This design comes from an exercise in tuning for small area on the open sky130 flow, not from production work.
RTL that was checked went through simulation tests only; none was proved equivalent to the original.
No activity file was given, so power comes from the tool's default toggle rates.

## rev 12
==> module enemy_barrage, before the edit <==
module enemy_barrage (
    input  wire             CLK_Scan,
    input  wire             rst_n,
    input  wire             start,
    input  wire [7:0]       et,
    input  wire [9:0]       el,
    input  wire [9:0]       jt,
    input  wire [9:0]       jl,
    output logic [3:0]      jet_hits
);
    logic [9:0]         c;
    logic [2:0]         pat;
    logic               stream;
    logic               pat_end;
    logic [4:0][9:0]    top;
    logic [4:0][9:0]    lft;
    logic [8:0]         live;
    logic [4:0]         s_spawn;
    logic               p_spawn;
    logic [4:0]         load;
    logic [8:0]         hit;
    logic [4:0]         gone;
    logic [8:0]         nlive;
    logic [3:0]         hit_sum;
    logic [11:0]        vlo, vhi, hlo, hhi;
    logic [11:0]        pm, qq;
    logic [11:0]        m1, m2, m3, m4;
    logic [11:0]        c_inc;
    assign stream  = pat < 3'd2;
    assign pat_end = stream ? (c == 10'd750) : (c == 10'd249);
    assign p_spawn = !stream && c == 10'd1023;
    assign c_inc   = game_pkg::add(12'(c), 12'd0, 1'b1);
    always_comb
    begin
        for (int i = 0; i < 5; i++)
            s_spawn[i] = stream && (c == 10'((i + 1) * 50) || c == 10'((i + 6) * 50));
        load = s_spawn | {4'b0000, p_spawn};
    end
    always_comb
    begin
        vlo = 12'(jt) - 12'd31;
        vhi = (jt > 10'd602) ? 12'd706 : 12'(jt) + 12'd104;
        hlo = (jl < 10'd37) ? 12'd6 : 12'(jl) - 12'd31;
        hhi = (jl > 10'd864) ? 12'd991 : 12'(jl) + 12'd127;
        pm  = hlo - 12'(lft[0]) - 12'd1;
        qq  = hhi - 12'(lft[0]);
        m1  = 12'(c[7:0]);
        m2  = {3'b000, c[7:0], 1'b0};
        m3  = game_pkg::add(12'(c[7:0]), {3'b000, c[7:0], 1'b0}, 1'b0);
        m4  = {2'b00, c[7:0], 2'b00};
    end
    logic [4:0] vok, vup, hin;
    always_comb
    begin
        for (int i = 0; i < 5; i++)
        begin
            vok[i]  = game_pkg::sle(vlo, 12'(top[i]));
            vup[i]  = game_pkg::ule(12'(top[i]), vhi);
            hin[i]  = game_pkg::ule(hlo, 12'(lft[i])) && game_pkg::ule(12'(lft[i]), hhi);
            gone[i] = !vup[i];
        end
    end
    always_comb
    begin
        logic vin0;
        logic [8:0] hp;
        vin0 = vok[0] && vup[0];
        hp[0] = hin[0];
        begin
            logic       w_r, w_l;
            logic [11:0] ba, bb;
            logic [4:1] ca, cb;
            w_r = !pm[11];
            w_l = qq[11];
            ba  = w_r ? pm : (w_l ? ~qq : ~pm);
            bb  = w_l ? ~pm : qq;
            ca[1] = game_pkg::ule(m1, ba);
            cb[1] = game_pkg::ule(m1, bb);
            ca[2] = game_pkg::ule(m2, ba);
            cb[2] = game_pkg::ule(m2, bb);
            ca[3] = game_pkg::ule(m3, ba);
            cb[3] = game_pkg::ule(m3, bb);
            ca[4] = game_pkg::ule(m4, ba);
            cb[4] = game_pkg::ule(m4, bb);
            for (int k = 1; k <= 4; k++)
            begin
                hp[2 * k - 1] = (w_l || w_r) ? (w_r && !ca[k] && cb[k]) : cb[k];
                hp[2 * k]     = (w_l || w_r) ? (w_l && !ca[k] && cb[k]) : ca[k];
            end
        end
        for (int j = 0; j < 5; j++)
        begin
            if (stream)
                hit[j] = live[j] && !pat_end && vok[j] && vup[j] && hin[j];
            else
                hit[j] = live[j] && !pat_end && vin0 && hp[j];
        end
        for (int j = 5; j < 9; j++)
            hit[j] = live[j] && !pat_end && vin0 && hp[j];
        begin
            logic [1:0] a0, a1, a2, a3, a4, a5, a6;
            logic       b0;
            a0 = game_pkg::fa(hit[0], hit[1], hit[2]);
            a1 = game_pkg::fa(hit[3], hit[4], hit[5]);
            a2 = game_pkg::fa(hit[6], hit[7], hit[8]);
            a3 = game_pkg::fa(a0[0], a1[0], a2[0]);
            b0 = a3[0] ^ (hit[0] && !stream);
            a4 = game_pkg::fa(a0[1], a1[1], a2[1]);
            a5 = game_pkg::fa(a4[0], a3[1], a3[0] && hit[0] && !stream);
            a6 = {a4[1] && a5[1], a4[1] ^ a5[1]};
            hit_sum = {a6, a5[0], b0};
        end
        for (int j = 0; j < 5; j++)
            nlive[j] = stream ? (s_spawn[j] || (live[j] && !hit[j] && !gone[j]))
                              : (p_spawn || (live[j] && !hit[j]));
        for (int j = 5; j < 9; j++)
            nlive[j] = !stream && (p_spawn || (live[j] && !hit[j]));
    end
    always_ff @(posedge CLK_Scan)
    begin
        if (!rst_n || start)
        begin
            c        <= '0;
            pat      <= 3'd0;
            jet_hits <= '0;
            live     <= '0;
        end
        else
        begin
            jet_hits <= hit_sum;
            if (pat_end)
            begin
                pat  <= (pat == 3'd5) ? 3'd0 : pat + 3'd1;
                c    <= (pat == 3'd5 || pat == 3'd0) ? 10'd0 : 10'd873;
                live <= '0;
            end
            else
            begin
                c    <= c_inc[9:0];
                live <= nlive;
            end
        end
    end
    logic [11:0]     t_spawn, l_spawn;
    logic [4:0][9:0] t_step;
    assign t_spawn = game_pkg::add(12'(et), 12'd200, 1'b0);
    assign l_spawn = game_pkg::add(12'(el), 12'd116, 1'b0);
    always_comb
    begin
        for (int i = 0; i < 5; i++)
        begin
            logic [11:0] t;
            t = game_pkg::add(12'(top[i]), 12'd2, 1'b0);
            t_step[i] = t[9:0];
        end
    end
    always_ff @(posedge CLK_Scan)
    begin
        for (int i = 0; i < 5; i++)
        begin
            if (load[i])
            begin
                top[i] <= t_spawn[9:0];
                lft[i] <= l_spawn[9:0];
            end
            else
                top[i] <= t_step[i];
        end
    end
endmodule
Settings: LEC_CHECK=0, ABC_AREA=1, CAP_MARGIN=0, CORE_MARGIN=2, CORE_UTILIZATION=65, SLEW_MARGIN=0; clock period 7.5 ns.
standard.sh (not shown) runs the stock make flow with config.mk's settings and CLKGATE_MAP_FILE= SYNTH_SCRIPT=/design/flow/synth_recipe.tcl, a recipe that flattens the netlist after the stock synthesis.
==> flow/flow/run.sh <==
#!/bin/bash
# Own layout flow: the standard flow (standard.sh) with these changes:
# - synthesis: the standard script (synth_recipe.tcl: same passes, flattening, renaming and
#   registers), except that Yosys does not lock adders into full/half-adder cells before
#   ABC (ADDER_MAP_FILE empty) and ABC maps with flow/abc_area.script;
# - port buffers are the smallest buffer, buf_1;
# - clock tree: larger sink clusters and no dummy loads;

# Each make run logs to its own file here; ORFS's step logs are under orfs/logs.
set -euo pipefail
W=$(pwd)
rm -rf "$W/scripts_abc"
cp -r "$FLOW_HOME/scripts" "$W/scripts_abc"
cp "$W/flow/abc_area.script" "$W/scripts_abc/abc_area.script"
bash standard.sh SCRIPTS_DIR="$W/scripts_abc" ADDER_MAP_FILE= synth > "$W/make_synth.log" 2>&1
bash standard.sh \
  "BUFFER_PORTS_ARGS=-buffer_cell sky130_fd_sc_hd__buf_1" \
  "CTS_ARGS=-sink_clustering_enable -repair_clock_nets -sink_clustering_size 28 -sink_clustering_max_diameter 80 -dont_use_dummy_load" \
  > "$W/make_layout.log" 2>&1
==> flow/flow/abc_area.script <==
strash
&get -n
&fraig -x
&put
scorr
dc2
strash
&get -n
&dch -f
&nf {D}
&put
buffer -c
topo
stime -c
upsize -c
dnsize -c
For rev 13, these inputs were changed with respect to rev 12:
--- a/flow/design.v
+++ b/flow/design.v
@@ -310,9 +310,9 @@
     logic [9:0]         c;
     logic [2:0]         pat;
     logic               stream;
     logic               pat_end;
-    logic [4:0][9:0]    top;
+    logic [4:0][8:0]    top;     
     logic [4:0][9:0]    lft;
     logic [8:0]         live;
     logic [4:0]         s_spawn;
     logic               p_spawn;
@@ -336,10 +336,10 @@
         load = s_spawn | {4'b0000, p_spawn};
     end
     always_comb
     begin
-        vlo = 12'(jt) - 12'd31;
-        vhi = (jt > 10'd602) ? 12'd706 : 12'(jt) + 12'd104;
+        vlo = 12'(jt) - 12'd231;
+        vhi = (jt > 10'd602) ? 12'd506 : 12'(jt) - 12'd96;
         hlo = (jl < 10'd37) ? 12'd6 : 12'(jl) - 12'd31;
         hhi = (jl > 10'd864) ? 12'd991 : 12'(jl) + 12'd127;
         pm  = hlo - 12'(lft[0]) - 12'd1;
         qq  = hhi - 12'(lft[0]);
@@ -353,9 +353,9 @@
     begin
         for (int i = 0; i < 5; i++)
         begin
             vok[i]  = game_pkg::sle(vlo, 12'(top[i]));
-            vup[i]  = game_pkg::ule(12'(top[i]), vhi);
+            vup[i]  = game_pkg::sle(12'(top[i]), vhi);
             hin[i]  = game_pkg::ule(hlo, 12'(lft[i])) && game_pkg::ule(12'(lft[i]), hhi);
             gone[i] = !vup[i];
         end
     end
@@ -410,11 +410,11 @@
             hit_sum = {a6, a5[0], b0};
         end
         for (int j = 0; j < 5; j++)
             nlive[j] = stream ? (s_spawn[j] || (live[j] && !hit[j] && !gone[j]))
-                              : (p_spawn || (live[j] && !hit[j]));
+                              : (p_spawn || (live[j] && !hit[j] && !gone[0]));
         for (int j = 5; j < 9; j++)
-            nlive[j] = !stream && (p_spawn || (live[j] && !hit[j]));
+            nlive[j] = !stream && (p_spawn || (live[j] && !hit[j] && !gone[0]));
     end
     always_ff @(posedge CLK_Scan)
     begin
         if (!rst_n || start)
@@ -440,27 +440,27 @@
             end
         end
     end
     logic [11:0]     t_spawn, l_spawn;
-    logic [4:0][9:0] t_step;
-    assign t_spawn = game_pkg::add(12'(et), 12'd200, 1'b0);
+    logic [4:0][8:0] t_step;
+    assign t_spawn = 12'(et);
     assign l_spawn = game_pkg::add(12'(el), 12'd116, 1'b0);
     always_comb
     begin
         for (int i = 0; i < 5; i++)
         begin
             logic [11:0] t;
             t = game_pkg::add(12'(top[i]), 12'd2, 1'b0);
-            t_step[i] = t[9:0];
+            t_step[i] = t[8:0];
         end
     end
     always_ff @(posedge CLK_Scan)
     begin
         for (int i = 0; i < 5; i++)
         begin
             if (load[i])
             begin
-                top[i] <= t_spawn[9:0];
+                top[i] <= t_spawn[8:0];
                 lft[i] <= l_spawn[9:0];
             end
             else
                 top[i] <= t_step[i];
==> run notes <==
Of the two values seen for highest routing layer actually used, met5 was produced by rev 13 and met4 by rev 12.
Of the two candidates, rev 12 has the better wire length of the first global-routing pass and rev 13 the worse one.
Relative to rev 12, maximum frequency has decreased by 5.3 MHz in rev 13.
Rev 13 vs rev 12: post-synthesis simple-gate area fraction up
Looking only at initial core utilization, and setting everything else aside, the lower value of rev 13 and rev 12 goes to rev 12.
Sort rev 13 and rev 12 by maximum cell stage delay along the critical path, ascending, and rev 13 comes first.
Summary of the comparison: full die area is lower in rev 13, relative to rev 12.
Re total number of placement rows: rev 13 is 1 down on rev 12.
Cmp rev 13 and rev 12 / total power / lower: rev 12
No functional check of the RTL was part of rev 12.

## separate check: timing with driven ports
The flow's constraints put no driver on any port. The routed layouts listed below were extracted and timed again, unchanged, in two steps. Step 1, drivers: a clkbuf_16 drives CLK_Scan and a buf_2 each remaining input, both assumed. Step 2 also shifts input and output timing later by t, the mid clock arrival at the registers, as if the neighbouring blocks saw the same clock. Three values: ideal, step 1, step 2; two values: the first two.
| run | t, ns | setup slack, ns | worst slew at a driven data input, ns | pins driven straight from the clock port |
|---|---|---|---|---|
| rev 12 | 0.567 | 0.589 / 0.589 / 0.589 | 0.03 | 1 |
| rev 13 | 0.576 | 0.326 / 0.326 / 0.326 | 0.04 | 1 |
After both steps every run listed still meets setup and hold.
